Source: an optimization exercise on an open RTL-to-GDS flow (aim: small area, a short achievable clock period and few clock cycles per item). Production flows keep margins and buffers that such runs may drop.
Function was not checked in any run shown here: the RTL went through the layout flow alone.
Power is estimated from default activity; no workload was simulated.

==> flow/design.v (outline; a module is shown in full before it is edited, if it fits) <==
// module rhsc_front: 69 lines
// module rhsc_queue: 100 lines
// module rhsc_back: 1819 lines
// module rhsc_fa: 10 lines
// module rolling_hash_substring_counter_top: 67 lines
module rolling_hash_substring_counter_top (
  input  logic        clk,
  input  logic        rst_n,
  input  logic        in_valid,
  output logic        in_ready,
  input  logic [1:0]  in_op,
  input  logic [7:0]  in_char,
  output logic        out_valid,
  input  logic        out_ready,
  output logic        out_match,
  output logic [15:0] out_start,
  output logic [15:0] out_count
);
  // ...
==> flow/run.sh <==
#!/bin/bash
# synth_recipe.tcl (not shown) runs the flow's synth.tcl, then flattens the netlist and writes it again
# the make line also repeats each setting of config.mk as NAME=value (left out here)
make -C /OpenROAD-flow-scripts/flow DESIGN_CONFIG=/design/flow/config.mk WORK_HOME=/design/flow/orfs CLKGATE_MAP_FILE= SYNTH_SCRIPT=/design/flow/synth_recipe.tcl finish
==> flow/config.mk <==
export PLATFORM = sky130hd
export DESIGN_NAME = rolling_hash_substring_counter_top
export DESIGN_NICKNAME = rolling_hash_substring_counter_top
export VERILOG_FILES = /design/flow/design.v
export SDC_FILE = /design/flow/constraint.sdc
export NUM_CORES = 4
export LEC_CHECK = 0
export ABC_CLOCK_PERIOD_IN_PS = 3100
export CAP_MARGIN = 20
export CORE_MARGIN = 2
export CORE_UTILIZATION = 60
export CTS_CLUSTER_DIAMETER = 80
export CTS_CLUSTER_SIZE = 28
export SETUP_SLACK_MARGIN = 3.9
export SLEW_MARGIN = 20
export SYNTH_HIERARCHICAL = 1
export SYNTH_MINIMUM_KEEP_SIZE = 0
==> flow/constraint.sdc <==
create_clock -name core_clock -period 7.0 [get_ports {clk}]
set_input_delay 1.4000 -clock core_clock [delete_from_list [all_inputs] [get_ports {clk}]]
set_output_delay 1.4000 -clock core_clock [all_outputs]
set_load 0.01 [all_outputs]
==> impl_metrics.csv, run 1 <==
group,metric,value,unit
power,comb_power,0.00655,W
finish,clock_buffers,68,
finish,final_cell_mix,"edfxtp_1, fa_1, xnor2_1, nand2_1, inv_1",
critical_path,critPathLaunchType,"flop",
logic_synthesis,yosys-top-cells-count,"edfxtp_1, fa_1, dfxtp_1",
min_path,min_path_type,"reg2reg",
finish,antenna_cells,0,
power,clk-power,0.00341,W
finish,dominant_cells,"flip-flops and latches",
critical_path,path_cells,"inv_2 > fa_1 > fa_1 > inv_1 > fa_2 > ha_4 > fa_2 > a21o_1 > a21oi_2 > xnor2_1 > xnor2_1 > mux2i_1 > nor2_1",
logic_synthesis,synth_area_leaders,"edfxtp_1, fa_1, dfxtp_1, xnor2_1, ha_1",
route,wl_met1,44900,um
logic_synthesis,synth-edff-count,631,
critical_path,cpPeakStageDelay,0.54,ns
finish,layout.cells.non_filler,4440,
critical_path,critical_path.top_delay_family,"adder cells",
critical_path,reg2reg_depth,13,
critical_path,cp.required,7.53,ns
finish,seqCellArea,25300,sq um
critical_path,worstPathArrival,3.79,ns
logic_synthesis,yosys_most_used_dff,"edfxtp_1",
sta,setup_viol_count_final,0,
critical_path,rrSetupSlack,3.74,ns
logic_synthesis,synth_compound_area_share,6.11,%
logic_synthesis,ys_ff_latch,936,
finish,multi_input_area_share,40.6,%
grt,overflow,0,
clocking,numCtsBuffers,50,
clocking,cts_root_buf,"clkbuf_16",
route,drcViolationCount,0,
power,switching_share,35.0,%
critical_path,criticalPathCategory,"reg2reg",
sta,hold_violations,0,
sta,hold_ws,0.344,ns
finish,signal_buffers,112,
grt,gr-usage-met1,37.2,%
clocking,htree_num_levels,2,
critical_path,cp-end-kind,"flop",
run_status,outcome,"finished clean",
==> module rhsc_front, before the edit <==
module rhsc_front (
  input  logic       clk,
  input  logic       rst_n,
  input  logic       in_valid,
  input  logic [1:0] in_op,
  input  logic [7:0] in_char,
  output logic       in_ready,
  input  logic       res_pop,      
  output logic       s0_valid,
  output logic       s0_text,      
  output logic [1:0] s0_op,
  output logic [7:0] s0_chr,
  output logic [3:0] s0_bo,        
  output logic [3:0] s0_bt,        
  output logic [3:0] s0_bn         
);
  localparam int CAP = rhsc_pkg::RQ_DEPTH + 1;   
  logic       rdy_r;
  logic [3:0] occ_r, occ_nxt;
  logic       acc;
  logic       acc_text;
  assign acc      = in_valid && rdy_r;
  assign acc_text = acc && (in_op == rhsc_pkg::OP_TEXT);
  logic [3:0] occ_p, occ_m;
  logic       rdy_p, rdy_0;
  logic       rdy_nxt;
  assign occ_p = occ_r + 1'b1;
  assign occ_m = occ_r - 1'b1;
  assign rdy_p = (occ_r < 4'(CAP - 1));
  assign rdy_0 = (occ_r < 4'(CAP));
  always_comb begin
    case ({acc_text, res_pop})
      2'b10:   begin occ_nxt = occ_p; rdy_nxt = rdy_p; end
      2'b01:   begin occ_nxt = occ_m; rdy_nxt = 1'b1;  end
      default: begin occ_nxt = occ_r; rdy_nxt = rdy_0; end
    endcase
  end
  always_ff @(posedge clk) begin
    if (!rst_n) begin
      occ_r    <= '0;
      rdy_r    <= 1'b1;
      s0_valid <= 1'b0;
      s0_text  <= 1'b0;
    end else begin
      occ_r    <= occ_nxt;
      rdy_r    <= rdy_nxt;
      s0_valid <= acc && (in_op != 2'd3);
      s0_text  <= acc_text;
    end
  end
  logic [8:0] cx;
  logic [3:0] bo, bt, bn;
  assign cx = {in_char, 1'b0};
  always_comb begin
    for (int i = 0; i < 4; i++) begin
      bo[i] = cx[2*i+1] ^ cx[2*i];
      bt[i] = (cx[2*i+2] & ~cx[2*i+1] & ~cx[2*i]) | (~cx[2*i+2] & cx[2*i+1] & cx[2*i]);
      bn[i] = cx[2*i+2];
    end
  end
  always_ff @(posedge clk) begin
    s0_op  <= in_op;
    s0_chr <= in_char;
    s0_bo  <= bo;
    s0_bt  <= bt;
    s0_bn  <= bn;
  end
  assign in_ready = rdy_r;
endmodule
==> run 2, diff against run 1 <==
--- a/flow/design.v
+++ b/flow/design.v
@@ -28,23 +28,18 @@
 );
   localparam int CAP = rhsc_pkg::RQ_DEPTH + 1;   
   logic       rdy_r;
-  logic [3:0] occ_r, occ_nxt;
+  logic [CAP-1:0] occ_r;      
+  logic [CAP-1:0] occ_nxt;
   logic       acc;
   logic       acc_text;
   assign acc      = in_valid && rdy_r;
   assign acc_text = acc && (in_op == rhsc_pkg::OP_TEXT);
-  logic [3:0] occ_p, occ_m;
-  logic       rdy_p, rdy_0;
-  logic       rdy_nxt;
-  assign occ_p = occ_r + 1'b1;
-  assign occ_m = occ_r - 1'b1;
-  assign rdy_p = (occ_r < 4'(CAP - 1));
-  assign rdy_0 = (occ_r < 4'(CAP));
+  logic rdy_nxt;
   always_comb begin
     case ({acc_text, res_pop})
-      2'b10:   begin occ_nxt = occ_p; rdy_nxt = rdy_p; end
-      2'b01:   begin occ_nxt = occ_m; rdy_nxt = 1'b1;  end
-      default: begin occ_nxt = occ_r; rdy_nxt = rdy_0; end
+      2'b10:   begin occ_nxt = {occ_r[CAP-2:0], 1'b1}; rdy_nxt = !occ_r[CAP-2]; end
+      2'b01:   begin occ_nxt = {1'b0, occ_r[CAP-1:1]}; rdy_nxt = 1'b1;          end
+      default: begin occ_nxt = occ_r;                  rdy_nxt = !occ_r[CAP-1]; end
     endcase
   end
   always_ff @(posedge clk) begin
@@ -97,7 +92,7 @@
   localparam int AW = $clog2(D);
   logic [8:0]    q_mem [D];
   logic [AW-1:0] wp_r, rp_r;
-  logic [AW:0]   cnt_r;
+  logic [D-1:0]  cnt_r;        
   logic          q_nonempty;
   logic          load;
   logic [8:0]    e;
@@ -106,28 +101,26 @@
   logic [15:0]   os_r;
   logic [15:0]   cnt_out_r;    
   logic [15:0]   pn_r;         
-  logic          ne_r;         
-  logic [AW:0]   cnt_up, cnt_dn;
-  assign q_nonempty = ne_r;
+  assign q_nonempty = cnt_r[0];
   assign res_pop    = ov_r && out_ready;
-  assign load       = ne_r && (!ov_r || out_ready);
+  assign load       = q_nonempty && (!ov_r || out_ready);
   assign e          = q_mem[rp_r];
   function automatic logic [AW-1:0] inc(input logic [AW-1:0] p);
     inc = (p == AW'(D - 1)) ? '0 : p + 1'b1;
   endfunction
-  assign cnt_up = r_push ? cnt_r + 1'b1 : cnt_r;    
-  assign cnt_dn = r_push ? cnt_r : cnt_r - 1'b1;    
   always_ff @(posedge clk) begin
     if (!rst_n) begin
       wp_r  <= '0;
       rp_r  <= '0;
       cnt_r <= '0;
-      ne_r  <= 1'b0;
     end else begin
       if (r_push) wp_r <= inc(wp_r);
       if (load)   rp_r <= inc(rp_r);
-      cnt_r <= load ? cnt_dn : cnt_up;
-      ne_r  <= load ? (cnt_dn != '0) : (cnt_up != '0);
+      if (r_push && !load) begin
+        cnt_r <= {cnt_r[D-2:0], 1'b1};
+      end else if (!r_push && load) begin
+        cnt_r <= {1'b0, cnt_r[D-1:1]};
+      end
     end
   end
   always_ff @(posedge clk) begin
@@ -706,7 +699,7 @@
   logic [24:0] nya_r, nyb_r;  
   logic [21-1:0] a_r;       
   logic [31:0] j_r;           
-  logic [3:1]  jc_r;          
+  logic [6:1] jc_r;       
   logic [24:0] ya_nxt, yb_nxt;
   logic [21-1:0] a_nxt;
   logic [31:0] ja, jb;
@@ -1472,6 +1465,12 @@
   logic jt_w109;
   logic jt_w110;
   logic jt_w111;
+  logic jt_w112;
+  logic jt_w113;
+  logic jt_w114;
+  logic jt_w115;
+  logic jt_w116;
+  logic jt_w117;
   assign jt_w1 = j_r[0] ^ xa_r[0];
   assign jt_w2 = j_r[0] & xa_r[0];
   rhsc_fa u_jt_w3 (.a(j_r[1]), .b(xa_r[1]), .c(xb_r[1]), .s(jt_w3), .co(jt_w4));
@@ -1479,80 +1478,83 @@
   rhsc_fa u_jt_w7 (.a(j_r[3]), .b(xa_r[3]), .c(xb_r[3]), .s(jt_w7), .co(jt_w8));
   rhsc_fa u_jt_w9 (.a(j_r[4]), .b(xa_r[4]), .c(xb_r[4]), .s(jt_w9), .co(jt_w10));
   rhsc_fa u_jt_w11 (.a(j_r[5]), .b(xa_r[5]), .c(xb_r[5]), .s(jt_w11), .co(jt_w12));
-  rhsc_fa u_jt_w13 (.a(j_r[6]), .b(xa_r[6]), .c(xb_r[6]), .s(jt_w13), .co(jt_w14));
-  rhsc_fa u_jt_w15 (.a(j_r[7]), .b(xa_r[7]), .c(xb_r[7]), .s(jt_w15), .co(jt_w16));
-  rhsc_fa u_jt_w17 (.a(j_r[8]), .b(xa_r[8]), .c(xb_r[8]), .s(jt_w17), .co(jt_w18));
-  assign jt_w19 = jc_r[1] ^ jt_w16;
-  assign jt_w20 = jc_r[1] & jt_w16;
-  rhsc_fa u_jt_w21 (.a(j_r[9]), .b(xa_r[9]), .c(xb_r[9]), .s(jt_w21), .co(jt_w22));
-  assign jt_w23 = jt_w18 ^ jt_w21;
-  assign jt_w24 = jt_w18 & jt_w21;
-  rhsc_fa u_jt_w25 (.a(j_r[10]), .b(xa_r[10]), .c(xb_r[10]), .s(jt_w25), .co(jt_w26));
-  assign jt_w27 = jt_w22 ^ jt_w25;
-  assign jt_w28 = jt_w22 & jt_w25;
-  rhsc_fa u_jt_w29 (.a(j_r[11]), .b(xa_r[11]), .c(xb_r[11]), .s(jt_w29), .co(jt_w30));
-  assign jt_w31 = jt_w26 ^ jt_w29;
-  assign jt_w32 = jt_w26 & jt_w29;
-  rhsc_fa u_jt_w33 (.a(j_r[12]), .b(xa_r[12]), .c(xb_r[12]), .s(jt_w33), .co(jt_w34));
-  assign jt_w35 = jt_w30 ^ jt_w33;
-  assign jt_w36 = jt_w30 & jt_w33;
-  rhsc_fa u_jt_w37 (.a(j_r[13]), .b(xa_r[13]), .c(xb_r[13]), .s(jt_w37), .co(jt_w38));
-  assign jt_w39 = jt_w34 ^ jt_w37;
-  assign jt_w40 = jt_w34 & jt_w37;
-  rhsc_fa u_jt_w41 (.a(j_r[14]), .b(xa_r[14]), .c(xb_r[14]), .s(jt_w41), .co(jt_w42));
-  assign jt_w43 = jt_w38 ^ jt_w41;
-  assign jt_w44 = jt_w38 & jt_w41;
-  rhsc_fa u_jt_w45 (.a(j_r[15]), .b(xa_r[15]), .c(xb_r[15]), .s(jt_w45), .co(jt_w46));
-  assign jt_w47 = jt_w42 ^ jt_w45;
-  assign jt_w48 = jt_w42 & jt_w45;
-  rhsc_fa u_jt_w49 (.a(j_r[16]), .b(xa_r[16]), .c(xb_r[16]), .s(jt_w49), .co(jt_w50));
-  rhsc_fa u_jt_w51 (.a(jc_r[2]), .b(jt_w46), .c(jt_w49), .s(jt_w51), .co(jt_w52));
-  assign jt_w53 = j_r[17] ^ xa_r[17];
-  assign jt_w54 = j_r[17] & xa_r[17];
-  rhsc_fa u_jt_w55 (.a(xb_r[17]), .b(jt_w53), .c(jt_w50), .s(jt_w55), .co(jt_w56));
-  rhsc_fa u_jt_w57 (.a(j_r[18]), .b(xa_r[18]), .c(xb_r[18]), .s(jt_w57), .co(jt_w58));
-  assign jt_w59 = jt_w54 ^ jt_w57;
-  assign jt_w60 = jt_w54 & jt_w57;
-  rhsc_fa u_jt_w61 (.a(j_r[19]), .b(xa_r[19]), .c(xb_r[19]), .s(jt_w61), .co(jt_w62));
-  assign jt_w63 = jt_w58 ^ jt_w61;
-  assign jt_w64 = jt_w58 & jt_w61;
-  rhsc_fa u_jt_w65 (.a(j_r[20]), .b(xa_r[20]), .c(xb_r[20]), .s(jt_w65), .co(jt_w66));
-  assign jt_w67 = jt_w62 ^ jt_w65;
-  assign jt_w68 = jt_w62 & jt_w65;
-  rhsc_fa u_jt_w69 (.a(j_r[21]), .b(xa_r[21]), .c(xb_r[21]), .s(jt_w69), .co(jt_w70));
-  assign jt_w71 = jt_w66 ^ jt_w69;
-  assign jt_w72 = jt_w66 & jt_w69;
-  rhsc_fa u_jt_w73 (.a(j_r[22]), .b(xa_r[22]), .c(xb_r[22]), .s(jt_w73), .co(jt_w74));
-  assign jt_w75 = jt_w70 ^ jt_w73;
-  assign jt_w76 = jt_w70 & jt_w73;
-  rhsc_fa u_jt_w77 (.a(j_r[23]), .b(xa_r[23]), .c(xb_r[23]), .s(jt_w77), .co(jt_w78));
-  assign jt_w79 = jt_w74 ^ jt_w77;
-  assign jt_w80 = jt_w74 & jt_w77;
-  rhsc_fa u_jt_w81 (.a(j_r[24]), .b(xa_r[24]), .c(xb_r[24]), .s(jt_w81), .co(jt_w82));
-  rhsc_fa u_jt_w83 (.a(jc_r[3]), .b(jt_w78), .c(jt_w81), .s(jt_w83), .co(jt_w84));
-  rhsc_fa u_jt_w85 (.a(j_r[25]), .b(xa_r[25]), .c(xb_r[25]), .s(jt_w85), .co(jt_w86));
-  assign jt_w87 = jt_w82 ^ jt_w85;
-  assign jt_w88 = jt_w82 & jt_w85;
-  rhsc_fa u_jt_w89 (.a(j_r[26]), .b(xa_r[26]), .c(xb_r[26]), .s(jt_w89), .co(jt_w90));
-  assign jt_w91 = jt_w86 ^ jt_w89;
-  assign jt_w92 = jt_w86 & jt_w89;
-  rhsc_fa u_jt_w93 (.a(j_r[27]), .b(xa_r[27]), .c(xb_r[27]), .s(jt_w93), .co(jt_w94));
-  assign jt_w95 = jt_w90 ^ jt_w93;
-  assign jt_w96 = jt_w90 & jt_w93;
-  rhsc_fa u_jt_w97 (.a(j_r[28]), .b(xa_r[28]), .c(xb_r[28]), .s(jt_w97), .co(jt_w98));
-  assign jt_w99 = jt_w94 ^ jt_w97;
-  assign jt_w100 = jt_w94 & jt_w97;
-  rhsc_fa u_jt_w101 (.a(j_r[29]), .b(xa_r[29]), .c(xb_r[29]), .s(jt_w101), .co(jt_w102));
-  assign jt_w103 = jt_w98 ^ jt_w101;
-  assign jt_w104 = jt_w98 & jt_w101;
-  assign jt_w105 = j_r[30] ^ xa_r[30];
-  assign jt_w106 = j_r[30] & xa_r[30];
-  rhsc_fa u_jt_w107 (.a(xb_r[30]), .b(jt_w105), .c(jt_w102), .s(jt_w107), .co(jt_w108));
-  assign jt_w109 = j_r[31] ^ xa_r[31] ^ xb_r[31];
-  assign jt_w110 = xe_r[0] ^ xe_r[1] ^ jt_w106;
-  assign jt_w111 = jt_w109 ^ jt_w110 ^ jt_w108;
-  assign ja = {jt_w111, jt_w104, jt_w100, jt_w96, jt_w92, jt_w88, jt_w87, jt_w80, jt_w76, jt_w72, jt_w68, jt_w64, jt_w60, jt_w59, jt_w52, jt_w48, jt_w44, jt_w40, jt_w36, jt_w32, jt_w28, jt_w24, jt_w20, jt_w17, jt_w14, jt_w12, jt_w10, jt_w8, jt_w6, jt_w4, jt_w2, xb_r[0]};
-  assign jb = {1'b0, jt_w107, jt_w103, jt_w99, jt_w95, jt_w91, jt_w84, jt_w83, jt_w79, jt_w75, jt_w71, jt_w67, jt_w63, jt_w56, jt_w55, jt_w51, jt_w47, jt_w43, jt_w39, jt_w35, jt_w31, jt_w27, jt_w23, jt_w19, jt_w15, jt_w13, jt_w11, jt_w9, jt_w7, jt_w5, jt_w3, jt_w1};
+  assign jt_w13 = jc_r[1] ^ jt_w10;
+  assign jt_w14 = jc_r[1] & jt_w10;
+  rhsc_fa u_jt_w15 (.a(j_r[6]), .b(xa_r[6]), .c(xb_r[6]), .s(jt_w15), .co(jt_w16));
+  assign jt_w17 = jt_w12 ^ jt_w15;
+  assign jt_w18 = jt_w12 & jt_w15;
+  rhsc_fa u_jt_w19 (.a(j_r[7]), .b(xa_r[7]), .c(xb_r[7]), .s(jt_w19), .co(jt_w20));
+  assign jt_w21 = jt_w16 ^ jt_w19;
+  assign jt_w22 = jt_w16 & jt_w19;
+  rhsc_fa u_jt_w23 (.a(j_r[8]), .b(xa_r[8]), .c(xb_r[8]), .s(jt_w23), .co(jt_w24));
+  assign jt_w25 = jt_w20 ^ jt_w23;
+  assign jt_w26 = jt_w20 & jt_w23;
+  rhsc_fa u_jt_w27 (.a(j_r[9]), .b(xa_r[9]), .c(xb_r[9]), .s(jt_w27), .co(jt_w28));
+  assign jt_w29 = jt_w24 ^ jt_w27;
+  assign jt_w30 = jt_w24 & jt_w27;
+  rhsc_fa u_jt_w31 (.a(j_r[10]), .b(xa_r[10]), .c(xb_r[10]), .s(jt_w31), .co(jt_w32));
+  rhsc_fa u_jt_w33 (.a(jc_r[2]), .b(jt_w28), .c(jt_w31), .s(jt_w33), .co(jt_w34));
+  rhsc_fa u_jt_w35 (.a(j_r[11]), .b(xa_r[11]), .c(xb_r[11]), .s(jt_w35), .co(jt_w36));
+  assign jt_w37 = jt_w32 ^ jt_w35;
+  assign jt_w38 = jt_w32 & jt_w35;
+  rhsc_fa u_jt_w39 (.a(j_r[12]), .b(xa_r[12]), .c(xb_r[12]), .s(jt_w39), .co(jt_w40));
+  assign jt_w41 = jt_w36 ^ jt_w39;
+  assign jt_w42 = jt_w36 & jt_w39;
+  rhsc_fa u_jt_w43 (.a(j_r[13]), .b(xa_r[13]), .c(xb_r[13]), .s(jt_w43), .co(jt_w44));
+  assign jt_w45 = jt_w40 ^ jt_w43;
+  assign jt_w46 = jt_w40 & jt_w43;
+  rhsc_fa u_jt_w47 (.a(j_r[14]), .b(xa_r[14]), .c(xb_r[14]), .s(jt_w47), .co(jt_w48));
+  assign jt_w49 = jt_w44 ^ jt_w47;
+  assign jt_w50 = jt_w44 & jt_w47;
+  rhsc_fa u_jt_w51 (.a(j_r[15]), .b(xa_r[15]), .c(xb_r[15]), .s(jt_w51), .co(jt_w52));
+  rhsc_fa u_jt_w53 (.a(jc_r[3]), .b(jt_w48), .c(jt_w51), .s(jt_w53), .co(jt_w54));
+  rhsc_fa u_jt_w55 (.a(j_r[16]), .b(xa_r[16]), .c(xb_r[16]), .s(jt_w55), .co(jt_w56));
+  assign jt_w57 = jt_w52 ^ jt_w55;
+  assign jt_w58 = jt_w52 & jt_w55;
+  rhsc_fa u_jt_w59 (.a(j_r[17]), .b(xa_r[17]), .c(xb_r[17]), .s(jt_w59), .co(jt_w60));
+  assign jt_w61 = jt_w56 ^ jt_w59;
+  assign jt_w62 = jt_w56 & jt_w59;
+  rhsc_fa u_jt_w63 (.a(j_r[18]), .b(xa_r[18]), .c(xb_r[18]), .s(jt_w63), .co(jt_w64));
+  assign jt_w65 = jt_w60 ^ jt_w63;
+  assign jt_w66 = jt_w60 & jt_w63;
+  rhsc_fa u_jt_w67 (.a(j_r[19]), .b(xa_r[19]), .c(xb_r[19]), .s(jt_w67), .co(jt_w68));
+  assign jt_w69 = jt_w64 ^ jt_w67;
+  assign jt_w70 = jt_w64 & jt_w67;
+  rhsc_fa u_jt_w71 (.a(j_r[20]), .b(xa_r[20]), .c(xb_r[20]), .s(jt_w71), .co(jt_w72));
+  rhsc_fa u_jt_w73 (.a(jc_r[4]), .b(jt_w68), .c(jt_w71), .s(jt_w73), .co(jt_w74));
+  rhsc_fa u_jt_w75 (.a(j_r[21]), .b(xa_r[21]), .c(xb_r[21]), .s(jt_w75), .co(jt_w76));
+  assign jt_w77 = jt_w72 ^ jt_w75;
+  assign jt_w78 = jt_w72 & jt_w75;
+  rhsc_fa u_jt_w79 (.a(j_r[22]), .b(xa_r[22]), .c(xb_r[22]), .s(jt_w79), .co(jt_w80));
+  assign jt_w81 = jt_w76 ^ jt_w79;
+  assign jt_w82 = jt_w76 & jt_w79;
+  rhsc_fa u_jt_w83 (.a(j_r[23]), .b(xa_r[23]), .c(xb_r[23]), .s(jt_w83), .co(jt_w84));
+  assign jt_w85 = jt_w80 ^ jt_w83;
+  assign jt_w86 = jt_w80 & jt_w83;
+  rhsc_fa u_jt_w87 (.a(j_r[24]), .b(xa_r[24]), .c(xb_r[24]), .s(jt_w87), .co(jt_w88));
+  assign jt_w89 = jt_w84 ^ jt_w87;
+  assign jt_w90 = jt_w84 & jt_w87;
+  rhsc_fa u_jt_w91 (.a(j_r[25]), .b(xa_r[25]), .c(xb_r[25]), .s(jt_w91), .co(jt_w92));
+  rhsc_fa u_jt_w93 (.a(jc_r[5]), .b(jt_w88), .c(jt_w91), .s(jt_w93), .co(jt_w94));
+  rhsc_fa u_jt_w95 (.a(j_r[26]), .b(xa_r[26]), .c(xb_r[26]), .s(jt_w95), .co(jt_w96));
+  assign jt_w97 = jt_w92 ^ jt_w95;
+  assign jt_w98 = jt_w92 & jt_w95;
+  rhsc_fa u_jt_w99 (.a(j_r[27]), .b(xa_r[27]), .c(xb_r[27]), .s(jt_w99), .co(jt_w100));
+  assign jt_w101 = jt_w96 ^ jt_w99;
+  assign jt_w102 = jt_w96 & jt_w99;
+  rhsc_fa u_jt_w103 (.a(j_r[28]), .b(xa_r[28]), .c(xb_r[28]), .s(jt_w103), .co(jt_w104));
+  assign jt_w105 = jt_w100 ^ jt_w103;
+  assign jt_w106 = jt_w100 & jt_w103;
+  rhsc_fa u_jt_w107 (.a(j_r[29]), .b(xa_r[29]), .c(xb_r[29]), .s(jt_w107), .co(jt_w108));
+  assign jt_w109 = jt_w104 ^ jt_w107;
+  assign jt_w110 = jt_w104 & jt_w107;
+  rhsc_fa u_jt_w111 (.a(j_r[30]), .b(xa_r[30]), .c(xb_r[30]), .s(jt_w111), .co(jt_w112));
+  rhsc_fa u_jt_w113 (.a(jc_r[6]), .b(jt_w108), .c(jt_w111), .s(jt_w113), .co(jt_w114));
+  assign jt_w115 = j_r[31] ^ xa_r[31] ^ xb_r[31];
+  assign jt_w116 = xe_r[0] ^ xe_r[1] ^ jt_w112;
+  assign jt_w117 = jt_w115 ^ jt_w114 ^ jt_w116;
+  assign ja = {jt_w117, jt_w110, jt_w106, jt_w102, jt_w98, jt_w97, jt_w90, jt_w86, jt_w82, jt_w78, jt_w77, jt_w70, jt_w66, jt_w62, jt_w58, jt_w57, jt_w50, jt_w46, jt_w42, jt_w38, jt_w37, jt_w30, jt_w26, jt_w22, jt_w18, jt_w14, jt_w11, jt_w8, jt_w6, jt_w4, jt_w2, xb_r[0]};
+  assign jb = {1'b0, jt_w113, jt_w109, jt_w105, jt_w101, jt_w94, jt_w93, jt_w89, jt_w85, jt_w81, jt_w74, jt_w73, jt_w69, jt_w65, jt_w61, jt_w54, jt_w53, jt_w49, jt_w45, jt_w41, jt_w34, jt_w33, jt_w29, jt_w25, jt_w21, jt_w17, jt_w13, jt_w9, jt_w7, jt_w5, jt_w3, jt_w1};
   always_ff @(posedge clk) begin
     if (!rst_n || s2_clr || s2_key) begin
       nya_r <= '1;
@@ -1564,15 +1566,14 @@
   end
   always_ff @(posedge clk) a_r <= a_nxt;
   logic [31:0] j_nxt;
-  logic [3:1]  jc_nxt;
-  always_comb begin
-    for (int b = 0; b < 4; b++) begin
-      logic [8:0] blk;
-      blk = {1'b0, ja[8*b +: 8]} + {1'b0, jb[8*b +: 8]};
-      j_nxt[8*b +: 8] = blk[7:0];
-      if (b < 3) jc_nxt[b+1] = blk[8];
-    end
-  end
+  logic [6:1] jc_nxt;
+  assign {jc_nxt[1], j_nxt[4:0]} = {1'b0, ja[4:0]} + {1'b0, jb[4:0]};
+  assign {jc_nxt[2], j_nxt[9:5]} = {1'b0, ja[9:5]} + {1'b0, jb[9:5]};
+  assign {jc_nxt[3], j_nxt[14:10]} = {1'b0, ja[14:10]} + {1'b0, jb[14:10]};
+  assign {jc_nxt[4], j_nxt[19:15]} = {1'b0, ja[19:15]} + {1'b0, jb[19:15]};
+  assign {jc_nxt[5], j_nxt[24:20]} = {1'b0, ja[24:20]} + {1'b0, jb[24:20]};
+  assign {jc_nxt[6], j_nxt[29:25]} = {1'b0, ja[29:25]} + {1'b0, jb[29:25]};
+  assign j_nxt[31:30] = ja[31:30] + jb[31:30];
   always_ff @(posedge clk) begin
     if (!rst_n || s2_clr) begin
       j_r  <= '0;
@@ -1820,6 +1821,42 @@
   logic ct_w211;
   logic ct_w212;
   logic ct_w213;
+  logic ct_w214;
+  logic ct_w215;
+  logic ct_w216;
+  logic ct_w217;
+  logic ct_w218;
+  logic ct_w219;
+  logic ct_w220;
+  logic ct_w221;
+  logic ct_w222;
+  logic ct_w223;
+  logic ct_w224;
+  logic ct_w225;
+  logic ct_w226;
+  logic ct_w227;
+  logic ct_w228;
+  logic ct_w229;
+  logic ct_w230;
+  logic ct_w231;
+  logic ct_w232;
+  logic ct_w233;
+  logic ct_w234;
+  logic ct_w235;
+  logic ct_w236;
+  logic ct_w237;
+  logic ct_w238;
+  logic ct_w239;
+  logic ct_w240;
+  logic ct_w241;
+  logic ct_w242;
+  logic ct_w243;
+  logic ct_w244;
+  logic ct_w245;
+  logic ct_w246;
+  logic ct_w247;
+  logic ct_w248;
+  logic ct_w249;
   assign ct_w1 = nya_r[0] ^ nyb_r[0];
   assign ct_w2 = nya_r[0] & nyb_r[0];
   assign ct_w3 = 1'b1 ^ nya_r[1] ^ nyb_r[1];
@@ -1835,135 +1872,167 @@
   rhsc_fa u_ct_w15 (.a(nya_r[4]), .b(nyb_r[4]), .c(nj[4]), .s(ct_w15), .co(ct_w16));
   assign ct_w17 = ct_w12 ^ ct_w15;
   assign ct_w18 = ct_w12 & ct_w15;
-  rhsc_fa u_ct_w19 (.a(nya_r[5]), .b(nyb_r[5]), .c(nj[5]), .s(ct_w19), .co(ct_w20));
-  rhsc_fa u_ct_w21 (.a(j_r[0]), .b(ct_w16), .c(ct_w19), .s(ct_w21), .co(ct_w22));
-  rhsc_fa u_ct_w23 (.a(nya_r[6]), .b(nyb_r[6]), .c(nj[6]), .s(ct_w23), .co(ct_w24));
-  rhsc_fa u_ct_w25 (.a(j_r[1]), .b(ct_w20), .c(ct_w23), .s(ct_w25), .co(ct_w26));
-  rhsc_fa u_ct_w27 (.a(nya_r[7]), .b(nyb_r[7]), .c(nj[7]), .s(ct_w27), .co(ct_w28));
-  rhsc_fa u_ct_w29 (.a(j_r[2]), .b(ct_w24), .c(ct_w27), .s(ct_w29), .co(ct_w30));
-  assign ct_w31 = 1'b1 ^ nya_r[8] ^ nyb_r[8];
-  assign ct_w32 = (1'b1 & nya_r[8]) | (1'b1 & nyb_r[8]) | (nya_r[8] & nyb_r[8]);
-  rhsc_fa u_ct_w33 (.a(nj[8]), .b(j_r[3]), .c(~jc_r[1]), .s(ct_w33), .co(ct_w34));
-  rhsc_fa u_ct_w35 (.a(ct_w28), .b(ct_w31), .c(ct_w33), .s(ct_w35), .co(ct_w36));
-  assign ct_w37 = 1'b1 ^ nya_r[9] ^ nyb_r[9];
-  assign ct_w38 = (1'b1 & nya_r[9]) | (1'b1 & nyb_r[9]) | (nya_r[9] & nyb_r[9]);
-  rhsc_fa u_ct_w39 (.a(nj[9]), .b(j_r[4]), .c(ct_w32), .s(ct_w39), .co(ct_w40));
-  rhsc_fa u_ct_w41 (.a(ct_w34), .b(ct_w37), .c(ct_w36), .s(ct_w41), .co(ct_w42));
-  assign ct_w43 = 1'b1 ^ nya_r[10] ^ nyb_r[10];
-  assign ct_w44 = (1'b1 & nya_r[10]) | (1'b1 & nyb_r[10]) | (nya_r[10] & nyb_r[10]);
-  rhsc_fa u_ct_w45 (.a(nj[10]), .b(j_r[5]), .c(ct_w38), .s(ct_w45), .co(ct_w46));
+  assign ct_w19 = 1'b1 ^ nya_r[5] ^ nyb_r[5];
+  assign ct_w20 = (1'b1 & nya_r[5]) | (1'b1 & nyb_r[5]) | (nya_r[5] & nyb_r[5]);
+  rhsc_fa u_ct_w21 (.a(nj[5]), .b(j_r[0]), .c(~jc_r[1]), .s(ct_w21), .co(ct_w22));
+  rhsc_fa u_ct_w23 (.a(ct_w16), .b(ct_w19), .c(ct_w21), .s(ct_w23), .co(ct_w24));
+  assign ct_w25 = 1'b1 ^ nya_r[6] ^ nyb_r[6];
+  assign ct_w26 = (1'b1 & nya_r[6]) | (1'b1 & nyb_r[6]) | (nya_r[6] & nyb_r[6]);
+  rhsc_fa u_ct_w27 (.a(nj[6]), .b(j_r[1]), .c(ct_w20), .s(ct_w27), .co(ct_w28));
+  rhsc_fa u_ct_w29 (.a(ct_w22), .b(ct_w25), .c(ct_w24), .s(ct_w29), .co(ct_w30));
+  assign ct_w31 = 1'b1 ^ nya_r[7] ^ nyb_r[7];
+  assign ct_w32 = (1'b1 & nya_r[7]) | (1'b1 & nyb_r[7]) | (nya_r[7] & nyb_r[7]);
+  rhsc_fa u_ct_w33 (.a(nj[7]), .b(j_r[2]), .c(ct_w26), .s(ct_w33), .co(ct_w34));
+  rhsc_fa u_ct_w35 (.a(ct_w31), .b(ct_w28), .c(ct_w33), .s(ct_w35), .co(ct_w36));
+  assign ct_w37 = 1'b1 ^ nya_r[8] ^ nyb_r[8];
+  assign ct_w38 = (1'b1 & nya_r[8]) | (1'b1 & nyb_r[8]) | (nya_r[8] & nyb_r[8]);
+  rhsc_fa u_ct_w39 (.a(nj[8]), .b(j_r[3]), .c(ct_w32), .s(ct_w39), .co(ct_w40));
+  rhsc_fa u_ct_w41 (.a(ct_w37), .b(ct_w34), .c(ct_w39), .s(ct_w41), .co(ct_w42));
+  assign ct_w43 = 1'b1 ^ nya_r[9] ^ nyb_r[9];
+  assign ct_w44 = (1'b1 & nya_r[9]) | (1'b1 & nyb_r[9]) | (nya_r[9] & nyb_r[9]);
+  rhsc_fa u_ct_w45 (.a(nj[9]), .b(j_r[4]), .c(ct_w38), .s(ct_w45), .co(ct_w46));
   rhsc_fa u_ct_w47 (.a(ct_w43), .b(ct_w40), .c(ct_w45), .s(ct_w47), .co(ct_w48));
-  assign ct_w49 = 1'b1 ^ nya_r[11] ^ nyb_r[11];
-  assign ct_w50 = (1'b1 & nya_r[11]) | (1'b1 & nyb_r[11]) | (nya_r[11] & nyb_r[11]);
-  rhsc_fa u_ct_w51 (.a(nj[11]), .b(j_r[6]), .c(ct_w44), .s(ct_w51), .co(ct_w52));
-  rhsc_fa u_ct_w53 (.a(ct_w49), .b(ct_w46), .c(ct_w51), .s(ct_w53), .co(ct_w54));
-  assign ct_w55 = 1'b1 ^ nya_r[12] ^ nyb_r[12];
-  assign ct_w56 = (1'b1 & nya_r[12]) | (1'b1 & nyb_r[12]) | (nya_r[12] & nyb_r[12]);
-  rhsc_fa u_ct_w57 (.a(nj[12]), .b(j_r[7]), .c(ct_w50), .s(ct_w57), .co(ct_w58));
-  rhsc_fa u_ct_w59 (.a(ct_w55), .b(ct_w52), .c(ct_w57), .s(ct_w59), .co(ct_w60));
-  assign ct_w61 = 1'b1 ^ nya_r[13] ^ nyb_r[13];
-  assign ct_w62 = (1'b1 & nya_r[13]) | (1'b1 & nyb_r[13]) | (nya_r[13] & nyb_r[13]);
-  rhsc_fa u_ct_w63 (.a(nj[13]), .b(j_r[8]), .c(jc_r[1]), .s(ct_w63), .co(ct_w64));
-  rhsc_fa u_ct_w65 (.a(ct_w56), .b(ct_w61), .c(ct_w63), .s(ct_w65), .co(ct_w66));
-  assign ct_w67 = ct_w58 ^ ct_w65;
-  assign ct_w68 = ct_w58 & ct_w65;
-  assign ct_w69 = 1'b1 ^ nya_r[14] ^ nyb_r[14];
-  assign ct_w70 = (1'b1 & nya_r[14]) | (1'b1 & nyb_r[14]) | (nya_r[14] & nyb_r[14]);
-  rhsc_fa u_ct_w71 (.a(nj[14]), .b(j_r[9]), .c(ct_w62), .s(ct_w71), .co(ct_w72));
-  rhsc_fa u_ct_w73 (.a(ct_w64), .b(ct_w69), .c(ct_w66), .s(ct_w73), .co(ct_w74));
-  assign ct_w75 = ct_w71 ^ ct_w68;
-  assign ct_w76 = ct_w71 & ct_w68;
-  assign ct_w77 = 1'b1 ^ nya_r[15] ^ nyb_r[15];
-  assign ct_w78 = (1'b1 & nya_r[15]) | (1'b1 & nyb_r[15]) | (nya_r[15] & nyb_r[15]);
-  rhsc_fa u_ct_w79 (.a(nj[15]), .b(j_r[10]), .c(ct_w70), .s(ct_w79), .co(ct_w80));
-  rhsc_fa u_ct_w81 (.a(ct_w77), .b(ct_w72), .c(ct_w79), .s(ct_w81), .co(ct_w82));
-  assign ct_w83 = ct_w74 ^ ct_w76;
-  assign ct_w84 = ct_w74 & ct_w76;
-  rhsc_fa u_ct_w85 (.a(nya_r[16]), .b(nyb_r[16]), .c(nj[16]), .s(ct_w85), .co(ct_w86));
-  rhsc_fa u_ct_w87 (.a(j_r[11]), .b(~jc_r[2]), .c(ct_w78), .s(ct_w87), .co(ct_w88));
-  rhsc_fa u_ct_w89 (.a(ct_w85), .b(ct_w80), .c(ct_w87), .s(ct_w89), .co(ct_w90));
-  assign ct_w91 = ct_w82 ^ ct_w89;
-  assign ct_w92 = ct_w82 & ct_w89;
-  assign ct_w93 = 1'b1 ^ nya_r[17] ^ nyb_r[17];
-  assign ct_w94 = (1'b1 & nya_r[17]) | (1'b1 & nyb_r[17]) | (nya_r[17] & nyb_r[17]);
-  rhsc_fa u_ct_w95 (.a(nj[17]), .b(j_r[12]), .c(ct_w86), .s(ct_w95), .co(ct_w96));
-  rhsc_fa u_ct_w97 (.a(ct_w93), .b(ct_w88), .c(ct_w95), .s(ct_w97), .co(ct_w98));
-  assign ct_w99 = ct_w90 ^ ct_w97;
-  assign ct_w100 = ct_w90 & ct_w97;
-  assign ct_w101 = 1'b1 ^ nya_r[18] ^ nyb_r[18];
-  assign ct_w102 = (1'b1 & nya_r[18]) | (1'b1 & nyb_r[18]) | (nya_r[18] & nyb_r[18]);
-  rhsc_fa u_ct_w103 (.a(nj[18]), .b(j_r[13]), .c(ct_w94), .s(ct_w103), .co(ct_w104));
-  rhsc_fa u_ct_w105 (.a(ct_w101), .b(ct_w96), .c(ct_w103), .s(ct_w105), .co(ct_w106));
-  assign ct_w107 = ct_w98 ^ ct_w105;
-  assign ct_w108 = ct_w98 & ct_w105;
-  assign ct_w109 = 1'b1 ^ nya_r[19] ^ nyb_r[19];
-  assign ct_w110 = (1'b1 & nya_r[19]) | (1'b1 & nyb_r[19]) | (nya_r[19] & nyb_r[19]);
-  rhsc_fa u_ct_w111 (.a(nj[19]), .b(j_r[14]), .c(ct_w102), .s(ct_w111), .co(ct_w112));
-  rhsc_fa u_ct_w113 (.a(ct_w109), .b(ct_w104), .c(ct_w111), .s(ct_w113), .co(ct_w114));
-  assign ct_w115 = ct_w106 ^ ct_w113;
-  assign ct_w116 = ct_w106 & ct_w113;
-  assign ct_w117 = 1'b1 ^ nya_r[20] ^ nyb_r[20];
-  assign ct_w118 = (1'b1 & nya_r[20]) | (1'b1 & nyb_r[20]) | (nya_r[20] & nyb_r[20]);
-  rhsc_fa u_ct_w119 (.a(nj[20]), .b(j_r[15]), .c(ct_w110), .s(ct_w119), .co(ct_w120));
-  rhsc_fa u_ct_w121 (.a(ct_w117), .b(ct_w112), .c(ct_w119), .s(ct_w121), .co(ct_w122));
-  assign ct_w123 = ct_w114 ^ ct_w121;
-  assign ct_w124 = ct_w114 & ct_w121;
-  assign ct_w125 = 1'b1 ^ nya_r[21] ^ nyb_r[21];
-  assign ct_w126 = (1'b1 & nya_r[21]) | (1'b1 & nyb_r[21]) | (nya_r[21] & nyb_r[21]);
-  rhsc_fa u_ct_w127 (.a(nj[21]), .b(j_r[16]), .c(jc_r[2]), .s(ct_w127), .co(ct_w128));
-  rhsc_fa u_ct_w129 (.a(ct_w118), .b(ct_w125), .c(ct_w127), .s(ct_w129), .co(ct_w130));
-  rhsc_fa u_ct_w131 (.a(ct_w120), .b(ct_w129), .c(ct_w122), .s(ct_w131), .co(ct_w132));
-  assign ct_w133 = 1'b1 ^ nya_r[22] ^ nyb_r[22];
-  assign ct_w134 = (1'b1 & nya_r[22]) | (1'b1 & nyb_r[22]) | (nya_r[22] & nyb_r[22]);
-  rhsc_fa u_ct_w135 (.a(nj[22]), .b(j_r[17]), .c(ct_w126), .s(ct_w135), .co(ct_w136));
-  rhsc_fa u_ct_w137 (.a(ct_w128), .b(ct_w133), .c(ct_w130), .s(ct_w137), .co(ct_w138));
-  assign ct_w139 = ct_w135 ^ ct_w137;
-  assign ct_w140 = ct_w135 & ct_w137;
-  assign ct_w141 = 1'b1 ^ nya_r[23] ^ nyb_r[23];
-  assign ct_w142 = (1'b1 & nya_r[23]) | (1'b1 & nyb_r[23]) | (nya_r[23] & nyb_r[23]);
-  rhsc_fa u_ct_w143 (.a(nj[23]), .b(j_r[18]), .c(ct_w134), .s(ct_w143), .co(ct_w144));
-  rhsc_fa u_ct_w145 (.a(ct_w141), .b(ct_w136), .c(ct_w143), .s(ct_w145), .co(ct_w146));
-  assign ct_w147 = ct_w138 ^ ct_w145;
-  assign ct_w148 = ct_w138 & ct_w145;
-  rhsc_fa u_ct_w149 (.a(nya_r[24]), .b(nyb_r[24]), .c(nj[24]), .s(ct_w149), .co(ct_w150));
-  rhsc_fa u_ct_w151 (.a(j_r[19]), .b(~jc_r[3]), .c(ct_w142), .s(ct_w151), .co(ct_w152));
-  rhsc_fa u_ct_w153 (.a(ct_w149), .b(ct_w144), .c(ct_w151), .s(ct_w153), .co(ct_w154));
-  assign ct_w155 = ct_w146 ^ ct_w153;
-  assign ct_w156 = ct_w146 & ct_w153;
-  rhsc_fa u_ct_w157 (.a(nj[25]), .b(j_r[20]), .c(~a_r[0]), .s(ct_w157), .co(ct_w158));
-  rhsc_fa u_ct_w159 (.a(~a_r[1]), .b(~a_r[2]), .c(t_r[0]), .s(ct_w159), .co(ct_w160));
-  rhsc_fa u_ct_w161 (.a(ct_w150), .b(ct_w157), .c(ct_w159), .s(ct_w161), .co(ct_w162));
-  rhsc_fa u_ct_w163 (.a(ct_w152), .b(ct_w161), .c(ct_w154), .s(ct_w163), .co(ct_w164));
-  rhsc_fa u_ct_w165 (.a(nj[26]), .b(j_r[21]), .c(~a_r[3]), .s(ct_w165), .co(ct_w166));
-  rhsc_fa u_ct_w167 (.a(~a_r[4]), .b(~a_r[5]), .c(t_r[1]), .s(ct_w167), .co(ct_w168));
-  rhsc_fa u_ct_w169 (.a(ct_w158), .b(ct_w160), .c(ct_w165), .s(ct_w169), .co(ct_w170));
-  rhsc_fa u_ct_w171 (.a(ct_w167), .b(ct_w162), .c(ct_w169), .s(ct_w171), .co(ct_w172));
-  rhsc_fa u_ct_w173 (.a(nj[27]), .b(j_r[22]), .c(~a_r[6]), .s(ct_w173), .co(ct_w174));
-  rhsc_fa u_ct_w175 (.a(~a_r[7]), .b(~a_r[8]), .c(t_r[2]), .s(ct_w175), .co(ct_w176));
-  rhsc_fa u_ct_w177 (.a(ct_w166), .b(ct_w168), .c(ct_w173), .s(ct_w177), .co(ct_w178));
-  rhsc_fa u_ct_w179 (.a(ct_w175), .b(ct_w170), .c(ct_w177), .s(ct_w179), .co(ct_w180));
-  rhsc_fa u_ct_w181 (.a(nj[28]), .b(j_r[23]), .c(~a_r[9]), .s(ct_w181), .co(ct_w182));
-  rhsc_fa u_ct_w183 (.a(~a_r[10]), .b(~a_r[11]), .c(t_r[3]), .s(ct_w183), .co(ct_w184));
-  rhsc_fa u_ct_w185 (.a(ct_w174), .b(ct_w176), .c(ct_w181), .s(ct_w185), .co(ct_w186));
-  rhsc_fa u_ct_w187 (.a(ct_w183), .b(ct_w178), .c(ct_w185), .s(ct_w187), .co(ct_w188));
-  rhsc_fa u_ct_w189 (.a(nj[29]), .b(j_r[24]), .c(jc_r[3]), .s(ct_w189), .co(ct_w190));
-  rhsc_fa u_ct_w191 (.a(~a_r[12]), .b(~a_r[13]), .c(~a_r[14]), .s(ct_w191), .co(ct_w192));
-  rhsc_fa u_ct_w193 (.a(t_r[4]), .b(ct_w182), .c(ct_w184), .s(ct_w193), .co(ct_w194));
-  rhsc_fa u_ct_w195 (.a(ct_w189), .b(ct_w191), .c(ct_w186), .s(ct_w195), .co(ct_w196));
-  assign ct_w197 = ct_w193 ^ ct_w188;
-  assign ct_w198 = ct_w193 & ct_w188;
-  rhsc_fa u_ct_w199 (.a(nj[30]), .b(j_r[25]), .c(~a_r[15]), .s(ct_w199), .co(ct_w200));
-  rhsc_fa u_ct_w201 (.a(~a_r[16]), .b(~a_r[17]), .c(t_r[5]), .s(ct_w201), .co(ct_w202));
-  rhsc_fa u_ct_w203 (.a(t_r[0]), .b(ct_w190), .c(ct_w192), .s(ct_w203), .co(ct_w204));
-  rhsc_fa u_ct_w205 (.a(ct_w199), .b(ct_w201), .c(ct_w194), .s(ct_w205), .co(ct_w206));
-  rhsc_fa u_ct_w207 (.a(ct_w203), .b(ct_w196), .c(ct_w205), .s(ct_w207), .co(ct_w208));
-  assign ct_w209 = nj[31] ^ j_r[26] ^ ~a_r[18];
-  assign ct_w210 = ~a_r[19] ^ ~a_r[20] ^ t_r[6];
-  assign ct_w211 = t_r[1] ^ ct_w200 ^ ct_w202;
-  assign ct_w212 = ct_w209 ^ ct_w210 ^ ct_w204;
-  assign ct_w213 = ct_w211 ^ ct_w206 ^ ct_w212;
-  assign ca = {ct_w208, ct_w198, ct_w195, ct_w180, ct_w172, ct_w171, ct_w156, ct_w148, ct_w140, ct_w139, ct_w124, ct_w116, ct_w108, ct_w100, ct_w92, ct_w84, ct_w81, ct_w73, ct_w67, ct_w54, ct_w48, ct_w42, ct_w39, ct_w30, ct_w26, ct_w22, ct_w18, ct_w14, ct_w10, ct_w7, ct_w5, nj[0]};
-  assign cb = {ct_w213, ct_w207, ct_w197, ct_w187, ct_w179, ct_w164, ct_w163, ct_w155, ct_w147, ct_w132, ct_w131, ct_w123, ct_w115, ct_w107, ct_w99, ct_w91, ct_w83, ct_w75, ct_w60, ct_w59, ct_w53, ct_w47, ct_w41, ct_w35, ct_w29, ct_w25, ct_w21, ct_w17, ct_w13, ct_w9, ct_w3, ct_w1};
+  rhsc_fa u_ct_w49 (.a(nya_r[10]), .b(nyb_r[10]), .c(nj[10]), .s(ct_w49), .co(ct_w50));
+  rhsc_fa u_ct_w51 (.a(j_r[5]), .b(jc_r[1]), .c(~jc_r[2]), .s(ct_w51), .co(ct_w52));
+  rhsc_fa u_ct_w53 (.a(ct_w44), .b(ct_w49), .c(ct_w51), .s(ct_w53), .co(ct_w54));
+  assign ct_w55 = ct_w46 ^ ct_w53;
+  assign ct_w56 = ct_w46 & ct_w53;
+  assign ct_w57 = 1'b1 ^ nya_r[11] ^ nyb_r[11];
+  assign ct_w58 = (1'b1 & nya_r[11]) | (1'b1 & nyb_r[11]) | (nya_r[11] & nyb_r[11]);
+  rhsc_fa u_ct_w59 (.a(nj[11]), .b(j_r[6]), .c(ct_w50), .s(ct_w59), .co(ct_w60));
+  rhsc_fa u_ct_w61 (.a(ct_w52), .b(ct_w57), .c(ct_w54), .s(ct_w61), .co(ct_w62));
+  assign ct_w63 = ct_w59 ^ ct_w56;
+  assign ct_w64 = ct_w59 & ct_w56;
+  assign ct_w65 = 1'b1 ^ nya_r[12] ^ nyb_r[12];
+  assign ct_w66 = (1'b1 & nya_r[12]) | (1'b1 & nyb_r[12]) | (nya_r[12] & nyb_r[12]);
+  rhsc_fa u_ct_w67 (.a(nj[12]), .b(j_r[7]), .c(ct_w58), .s(ct_w67), .co(ct_w68));
+  rhsc_fa u_ct_w69 (.a(ct_w65), .b(ct_w60), .c(ct_w67), .s(ct_w69), .co(ct_w70));
+  assign ct_w71 = ct_w62 ^ ct_w64;
+  assign ct_w72 = ct_w62 & ct_w64;
+  assign ct_w73 = 1'b1 ^ nya_r[13] ^ nyb_r[13];
+  assign ct_w74 = (1'b1 & nya_r[13]) | (1'b1 & nyb_r[13]) | (nya_r[13] & nyb_r[13]);
+  rhsc_fa u_ct_w75 (.a(nj[13]), .b(j_r[8]), .c(ct_w66), .s(ct_w75), .co(ct_w76));
+  assign ct_w77 = ct_w73 ^ ct_w68;
+  assign ct_w78 = ct_w73 & ct_w68;
+  rhsc_fa u_ct_w79 (.a(ct_w75), .b(ct_w77), .c(ct_w70), .s(ct_w79), .co(ct_w80));
+  assign ct_w81 = 1'b1 ^ nya_r[14] ^ nyb_r[14];
+  assign ct_w82 = (1'b1 & nya_r[14]) | (1'b1 & nyb_r[14]) | (nya_r[14] & nyb_r[14]);
+  rhsc_fa u_ct_w83 (.a(nj[14]), .b(j_r[9]), .c(ct_w74), .s(ct_w83), .co(ct_w84));
+  rhsc_fa u_ct_w85 (.a(ct_w81), .b(ct_w76), .c(ct_w83), .s(ct_w85), .co(ct_w86));
+  assign ct_w87 = ct_w78 ^ ct_w85;
+  assign ct_w88 = ct_w78 & ct_w85;
+  rhsc_fa u_ct_w89 (.a(nya_r[15]), .b(nyb_r[15]), .c(nj[15]), .s(ct_w89), .co(ct_w90));
+  rhsc_fa u_ct_w91 (.a(j_r[10]), .b(jc_r[2]), .c(~jc_r[3]), .s(ct_w91), .co(ct_w92));
+  rhsc_fa u_ct_w93 (.a(ct_w82), .b(ct_w89), .c(ct_w91), .s(ct_w93), .co(ct_w94));
+  rhsc_fa u_ct_w95 (.a(ct_w84), .b(ct_w93), .c(ct_w86), .s(ct_w95), .co(ct_w96));
+  assign ct_w97 = 1'b1 ^ nya_r[16] ^ nyb_r[16];
+  assign ct_w98 = (1'b1 & nya_r[16]) | (1'b1 & nyb_r[16]) | (nya_r[16] & nyb_r[16]);
+  rhsc_fa u_ct_w99 (.a(nj[16]), .b(j_r[11]), .c(ct_w90), .s(ct_w99), .co(ct_w100));
+  rhsc_fa u_ct_w101 (.a(ct_w92), .b(ct_w97), .c(ct_w94), .s(ct_w101), .co(ct_w102));
+  assign ct_w103 = ct_w99 ^ ct_w101;
+  assign ct_w104 = ct_w99 & ct_w101;
+  assign ct_w105 = 1'b1 ^ nya_r[17] ^ nyb_r[17];
+  assign ct_w106 = (1'b1 & nya_r[17]) | (1'b1 & nyb_r[17]) | (nya_r[17] & nyb_r[17]);
+  rhsc_fa u_ct_w107 (.a(nj[17]), .b(j_r[12]), .c(ct_w98), .s(ct_w107), .co(ct_w108));
+  rhsc_fa u_ct_w109 (.a(ct_w105), .b(ct_w100), .c(ct_w107), .s(ct_w109), .co(ct_w110));
+  assign ct_w111 = ct_w102 ^ ct_w109;
+  assign ct_w112 = ct_w102 & ct_w109;
+  assign ct_w113 = 1'b1 ^ nya_r[18] ^ nyb_r[18];
+  assign ct_w114 = (1'b1 & nya_r[18]) | (1'b1 & nyb_r[18]) | (nya_r[18] & nyb_r[18]);
+  rhsc_fa u_ct_w115 (.a(nj[18]), .b(j_r[13]), .c(ct_w106), .s(ct_w115), .co(ct_w116));
+  rhsc_fa u_ct_w117 (.a(ct_w113), .b(ct_w108), .c(ct_w115), .s(ct_w117), .co(ct_w118));
+  assign ct_w119 = ct_w110 ^ ct_w117;
+  assign ct_w120 = ct_w110 & ct_w117;
+  assign ct_w121 = 1'b1 ^ nya_r[19];
+  assign ct_w122 = 1'b1 & nya_r[19];
+  rhsc_fa u_ct_w123 (.a(nyb_r[19]), .b(nj[19]), .c(j_r[14]), .s(ct_w123), .co(ct_w124));
+  rhsc_fa u_ct_w125 (.a(ct_w121), .b(ct_w114), .c(ct_w123), .s(ct_w125), .co(ct_w126));
+  rhsc_fa u_ct_w127 (.a(ct_w116), .b(ct_w125), .c(ct_w118), .s(ct_w127), .co(ct_w128));
+  rhsc_fa u_ct_w129 (.a(nya_r[20]), .b(nyb_r[20]), .c(nj[20]), .s(ct_w129), .co(ct_w130));
+  rhsc_fa u_ct_w131 (.a(j_r[15]), .b(jc_r[3]), .c(~jc_r[4]), .s(ct_w131), .co(ct_w132));
+  rhsc_fa u_ct_w133 (.a(ct_w122), .b(ct_w124), .c(ct_w129), .s(ct_w133), .co(ct_w134));
+  rhsc_fa u_ct_w135 (.a(ct_w131), .b(ct_w126), .c(ct_w133), .s(ct_w135), .co(ct_w136));
+  assign ct_w137 = 1'b1 ^ nya_r[21] ^ nyb_r[21];
+  assign ct_w138 = (1'b1 & nya_r[21]) | (1'b1 & nyb_r[21]) | (nya_r[21] & nyb_r[21]);
+  rhsc_fa u_ct_w139 (.a(nj[21]), .b(j_r[16]), .c(ct_w130), .s(ct_w139), .co(ct_w140));
+  rhsc_fa u_ct_w141 (.a(ct_w132), .b(ct_w137), .c(ct_w134), .s(ct_w141), .co(ct_w142));
+  assign ct_w143 = ct_w139 ^ ct_w136;
+  assign ct_w144 = ct_w139 & ct_w136;
+  assign ct_w145 = 1'b1 ^ nya_r[22] ^ nyb_r[22];
+  assign ct_w146 = (1'b1 & nya_r[22]) | (1'b1 & nyb_r[22]) | (nya_r[22] & nyb_r[22]);
+  rhsc_fa u_ct_w147 (.a(nj[22]), .b(j_r[17]), .c(ct_w138), .s(ct_w147), .co(ct_w148));
+  rhsc_fa u_ct_w149 (.a(ct_w145), .b(ct_w140), .c(ct_w147), .s(ct_w149), .co(ct_w150));
+  assign ct_w151 = ct_w142 ^ ct_w149;
+  assign ct_w152 = ct_w142 & ct_w149;
+  assign ct_w153 = 1'b1 ^ nya_r[23] ^ nyb_r[23];
+  assign ct_w154 = (1'b1 & nya_r[23]) | (1'b1 & nyb_r[23]) | (nya_r[23] & nyb_r[23]);
+  rhsc_fa u_ct_w155 (.a(nj[23]), .b(j_r[18]), .c(ct_w146), .s(ct_w155), .co(ct_w156));
+  rhsc_fa u_ct_w157 (.a(ct_w153), .b(ct_w148), .c(ct_w155), .s(ct_w157), .co(ct_w158));
+  assign ct_w159 = ct_w150 ^ ct_w157;
+  assign ct_w160 = ct_w150 & ct_w157;
+  assign ct_w161 = 1'b1 ^ nya_r[24] ^ nyb_r[24];
+  assign ct_w162 = (1'b1 & nya_r[24]) | (1'b1 & nyb_r[24]) | (nya_r[24] & nyb_r[24]);
+  rhsc_fa u_ct_w163 (.a(nj[24]), .b(j_r[19]), .c(ct_w154), .s(ct_w163), .co(ct_w164));
+  rhsc_fa u_ct_w165 (.a(ct_w161), .b(ct_w156), .c(ct_w163), .s(ct_w165), .co(ct_w166));
+  assign ct_w167 = ct_w158 ^ ct_w165;
+  assign ct_w168 = ct_w158 & ct_w165;
+  assign ct_w169 = 1'b1 ^ nj[25] ^ j_r[20];
+  assign ct_w170 = (1'b1 & nj[25]) | (1'b1 & j_r[20]) | (nj[25] & j_r[20]);
+  rhsc_fa u_ct_w171 (.a(jc_r[4]), .b(~jc_r[5]), .c(~a_r[0]), .s(ct_w171), .co(ct_w172));
+  rhsc_fa u_ct_w173 (.a(~a_r[1]), .b(~a_r[2]), .c(t_r[0]), .s(ct_w173), .co(ct_w174));
+  rhsc_fa u_ct_w175 (.a(ct_w162), .b(ct_w169), .c(ct_w171), .s(ct_w175), .co(ct_w176));
+  rhsc_fa u_ct_w177 (.a(ct_w173), .b(ct_w164), .c(ct_w175), .s(ct_w177), .co(ct_w178));
+  assign ct_w179 = ct_w166 ^ ct_w177;
+  assign ct_w180 = ct_w166 & ct_w177;
+  assign ct_w181 = 1'b1 ^ nj[26] ^ j_r[21];
+  assign ct_w182 = (1'b1 & nj[26]) | (1'b1 & j_r[21]) | (nj[26] & j_r[21]);
+  rhsc_fa u_ct_w183 (.a(~a_r[3]), .b(~a_r[4]), .c(~a_r[5]), .s(ct_w183), .co(ct_w184));
+  rhsc_fa u_ct_w185 (.a(t_r[1]), .b(ct_w170), .c(ct_w172), .s(ct_w185), .co(ct_w186));
+  rhsc_fa u_ct_w187 (.a(ct_w174), .b(ct_w181), .c(ct_w183), .s(ct_w187), .co(ct_w188));
+  rhsc_fa u_ct_w189 (.a(ct_w176), .b(ct_w185), .c(ct_w187), .s(ct_w189), .co(ct_w190));
+  assign ct_w191 = ct_w178 ^ ct_w189;
+  assign ct_w192 = ct_w178 & ct_w189;
+  assign ct_w193 = 1'b1 ^ nj[27] ^ j_r[22];
+  assign ct_w194 = (1'b1 & nj[27]) | (1'b1 & j_r[22]) | (nj[27] & j_r[22]);
+  rhsc_fa u_ct_w195 (.a(~a_r[6]), .b(~a_r[7]), .c(~a_r[8]), .s(ct_w195), .co(ct_w196));
+  rhsc_fa u_ct_w197 (.a(t_r[2]), .b(ct_w182), .c(ct_w184), .s(ct_w197), .co(ct_w198));
+  rhsc_fa u_ct_w199 (.a(ct_w193), .b(ct_w195), .c(ct_w186), .s(ct_w199), .co(ct_w200));
+  rhsc_fa u_ct_w201 (.a(ct_w188), .b(ct_w197), .c(ct_w199), .s(ct_w201), .co(ct_w202));
+  assign ct_w203 = ct_w190 ^ ct_w192;
+  assign ct_w204 = ct_w190 & ct_w192;
+  assign ct_w205 = 1'b1 ^ nj[28] ^ j_r[23];
+  assign ct_w206 = (1'b1 & nj[28]) | (1'b1 & j_r[23]) | (nj[28] & j_r[23]);
+  rhsc_fa u_ct_w207 (.a(~a_r[9]), .b(~a_r[10]), .c(~a_r[11]), .s(ct_w207), .co(ct_w208));
+  rhsc_fa u_ct_w209 (.a(t_r[3]), .b(ct_w194), .c(ct_w196), .s(ct_w209), .co(ct_w210));
+  rhsc_fa u_ct_w211 (.a(ct_w205), .b(ct_w207), .c(ct_w198), .s(ct_w211), .co(ct_w212));
+  rhsc_fa u_ct_w213 (.a(ct_w209), .b(ct_w200), .c(ct_w211), .s(ct_w213), .co(ct_w214));
+  assign ct_w215 = ct_w202 ^ ct_w213;
+  assign ct_w216 = ct_w202 & ct_w213;
+  assign ct_w217 = 1'b1 ^ nj[29] ^ j_r[24];
+  assign ct_w218 = (1'b1 & nj[29]) | (1'b1 & j_r[24]) | (nj[29] & j_r[24]);
+  rhsc_fa u_ct_w219 (.a(~a_r[12]), .b(~a_r[13]), .c(~a_r[14]), .s(ct_w219), .co(ct_w220));
+  rhsc_fa u_ct_w221 (.a(t_r[4]), .b(ct_w206), .c(ct_w208), .s(ct_w221), .co(ct_w222));
+  assign ct_w223 = ct_w217 ^ ct_w219;
+  assign ct_w224 = ct_w217 & ct_w219;
+  rhsc_fa u_ct_w225 (.a(ct_w223), .b(ct_w210), .c(ct_w221), .s(ct_w225), .co(ct_w226));
+  rhsc_fa u_ct_w227 (.a(ct_w212), .b(ct_w225), .c(ct_w214), .s(ct_w227), .co(ct_w228));
+  rhsc_fa u_ct_w229 (.a(nj[30]), .b(j_r[25]), .c(jc_r[5]), .s(ct_w229), .co(ct_w230));
+  rhsc_fa u_ct_w231 (.a(~jc_r[6]), .b(~a_r[15]), .c(~a_r[16]), .s(ct_w231), .co(ct_w232));
+  rhsc_fa u_ct_w233 (.a(~a_r[17]), .b(t_r[5]), .c(t_r[0]), .s(ct_w233), .co(ct_w234));
+  rhsc_fa u_ct_w235 (.a(ct_w218), .b(ct_w220), .c(ct_w229), .s(ct_w235), .co(ct_w236));
+  rhsc_fa u_ct_w237 (.a(ct_w231), .b(ct_w233), .c(ct_w224), .s(ct_w237), .co(ct_w238));
+  rhsc_fa u_ct_w239 (.a(ct_w222), .b(ct_w235), .c(ct_w237), .s(ct_w239), .co(ct_w240));
+  assign ct_w241 = ct_w226 ^ ct_w239;
+  assign ct_w242 = ct_w226 & ct_w239;
+  assign ct_w243 = 1'b1 ^ nj[31] ^ j_r[26];
+  assign ct_w244 = ~a_r[18] ^ ~a_r[19] ^ ~a_r[20];
+  assign ct_w245 = t_r[6] ^ t_r[1] ^ ct_w230;
+  assign ct_w246 = ct_w232 ^ ct_w234 ^ ct_w243;
+  assign ct_w247 = ct_w244 ^ ct_w236 ^ ct_w245;
+  assign ct_w248 = ct_w246 ^ ct_w238 ^ ct_w247;
+  assign ct_w249 = ct_w240 ^ ct_w242 ^ ct_w248;
+  assign ca = {ct_w249, ct_w241, ct_w216, ct_w204, ct_w201, ct_w180, ct_w168, ct_w160, ct_w152, ct_w144, ct_w141, ct_w135, ct_w120, ct_w112, ct_w104, ct_w103, ct_w88, ct_w87, ct_w72, ct_w69, ct_w61, ct_w55, ct_w42, ct_w36, ct_w30, ct_w27, ct_w18, ct_w14, ct_w10, ct_w7, ct_w5, nj[0]};
+  assign cb = {1'b0, ct_w228, ct_w227, ct_w215, ct_w203, ct_w191, ct_w179, ct_w167, ct_w159, ct_w151, ct_w143, ct_w128, ct_w127, ct_w119, ct_w111, ct_w96, ct_w95, ct_w80, ct_w79, ct_w71, ct_w63, ct_w48, ct_w47, ct_w41, ct_w35, ct_w29, ct_w23, ct_w17, ct_w13, ct_w9, ct_w3, ct_w1};
   logic       restart_r;
   logic [6:0] klen3_r;
   always_ff @(posedge clk) begin
==> impl_metrics.csv, run 2 <==
group,metric,value,unit
finish,layout.cells.non_filler,4456,
clocking,clockBufferDepth,3,
route,vias,25400,
finish,layout_commonest_cell,"edfxtp_1",
finish,area_growth,8.52,%
floorplanning,io_pins,49,
finish,largest_register_ffs,256,
sta,hold_violations,0,
logic_synthesis,synth_top_area_cell,"edfxtp_1",
clocking,numCtsBuffers,48,
logic_synthesis,yosys_most_used_dff,"edfxtp_1",
power,p_total,0.0160,W
critical_path,criticalPathCategory,"reg2reg",
floorplanning,coreArea,78500,sq um
placement,io_buffers,48,
critical_path,worstPathArrival,3.79,ns
grt,grt_max_degree,211,
critical_path,reg2reg_depth,13,
finish,antenna_cells,0,
logic_synthesis,ys_warn_count,15,
sta,setup_tns,0,ns
route,firstDrtPassIters,7,
critical_path,cp.required,7.53,ns
logic_synthesis,yosys-top-cells-count,"edfxtp_1, fa_1, dfxtp_1",
power,leakagePower,18.2,nW
route,wl_met1,43300,um
logic_synthesis,synth-edff-count,631,
logic_synthesis,ys_ff_latch,943,
critical_path,cp-end-kind,"flop",
finish,final_cell_mix,"edfxtp_1, fa_1, xnor2_1, dfxtp_1, inv_1",
critical_path,critPathLaunchType,"flop",
sta,hold_ws,0.347,ns
sta,clock_skew,0.0511,ns
grt,overflow,0,
run_status,outcome,"finished clean",
route,drcViolationCount,0,
logic_synthesis,synth_nets,3968,
finish,nFillCells,5630,
sta,setup_viol_count_final,0,
logic_synthesis,synth_area_leaders,"edfxtp_1, fa_1, dfxtp_1, ha_1, xnor2_1",
floorplanning,num_rows,103,
clocking,htree_num_levels,2,
logic_synthesis,synth_most_common_cell,"edfxtp_1",
placement,dp_slack,3.31,ns
route,drtIter0Drc,2168,
logic_synthesis,synth.distinct_cells,82,
route,highest-signal-layer,"met4",
min_path,min_path_type,"reg2reg",
clocking,cts_root_buf,"clkbuf_16",
==> run 2: cell count changes after synthesis, sizes merged, moves of 6 or more <==
cell | before | now
xor2 | 64 | 56
nand2 | 228 | 210
a21oi | 90 | 96
and2 | 43 | 34
a211oi | 14 | 22
ha | 165 | 174
dfxtp | 305 | 312
fa | 433 | 441
mux2 | 52 | 58
buf | 31 | 37
==> run 2: repair_timing <==
item / in CTS / in global routing
endpoints found under the setup margin: 576 / 41
buffers inserted: 18 / 36
gates resized for setup: 133 / 79
hold endpoints to repair: 0 / 0
cloned: 1 / 0
pin swaps: 14 / 21
==> run 2: cell type report <==
class	instances	area, sq um	area share [%]
clock buffers	59	1270	2.48
clock inverters	22	303	0.589
inverters	221	833	1.62
multi-input cells	2029	21000	40.8
flip-flops and latches	943	25400	49.5
well taps	1050	1310	2.56
repair buffers	132	1280	2.49
==> run 2: worst paths after layout <==
path,from,to,slack [ns]
max,u_back.a_r[4],u_back.t_r[6],3.74
min,u_back.s3_elig,u_back.s4_elig,0.35
max reg2reg,u_back.a_r[4],u_back.t_r[6],3.74
min reg2reg,u_back.s3_elig,u_back.s4_elig,0.35
==> run 2: kinds of logic after synthesis <==
logic type / after synthesis / synth area share, %
AO/OA/AOI/OAI: 442 / 6.09
XOR/XNOR: 302 / 5.63
adder cells (fa/ha/maj): 615 / 23.2
buffers and inverters: 368 / 3.08
flip-flops: 943 / 53.2
multiplexers: 122 / 3.34
AND/OR/NAND/NOR: 547 / 5.39
==> run 2: per-module statistics from Yosys, one instance, submodules excluded, excerpt <==
module      flops+latches  times used
rhsc_queue            135           1
rhsc_fa                 0         423
rhsc_back             781           1
rhsc_front             27           1
==> run 2: worst max-delay path, cell delays in order (launching register included) <==
cell     delay, ns
dfxtp_2       0.34
inv_2         0.05
fa_1          0.50
fa_1          0.56
inv_2         0.04
fa_2          0.37
ha_4          0.18
fa_2          0.33
a21o_1        0.17
a21oi_2       0.19
xnor2_2       0.10
xnor2_1       0.12
mux2i_1       0.14
nor2_1        0.05
==> run 2: metrics by stage <==
step / area, sq um / utilization, %
floorplan: 47400 / -
global placement: 48800 / 62.2
detailed placement: 48800 / 62.2
CTS: 50800 / 64.8
global route: 51400 / 65.5
finish: 51400 / 65.5
==> run 2: routing by layer <==
| metal | vias up | GRT usage, % |
|---|---|---|
| li1 | 11600 | - |
| met2 | 677 | 39.2 |
| met3 | 129 | 3.19 |
| met1 | 13000 | 35.7 |
| met4 | 0 | 6.02 |
| met5 | - | 0 |
==> run 2: power by group <==
group          internal (W)  total (W)  switching, W
Sequential          0.00630    0.00673      0.000427
Clock               0.00141    0.00323       0.00183
Combinational       0.00298    0.00606       0.00308

[what the ideal ports hide]
The flow's constraints put no driver on any port. The routed layouts listed below were extracted and timed again, unchanged, in two steps. Step 1 sets driving cells, clkbuf_16 on the clock port and buf_2 on the other inputs (assumed; they add their load-dependent delay and slew). Step 2, shift: input delay + t, output delay - t, t = (earliest + latest rising clock arrival at the registers) / 2. This alone moves slack from input paths to output paths. a / b / c = ideal ports / drivers / drivers and shift; a / b = the first two.
run	shift t [ns]	setup slack, ns
run 1	0.695	3.740 / 3.740 / 3.339
run 2	0.694	3.741 / 3.741 / 3.464
After both steps every run listed still meets setup and hold.
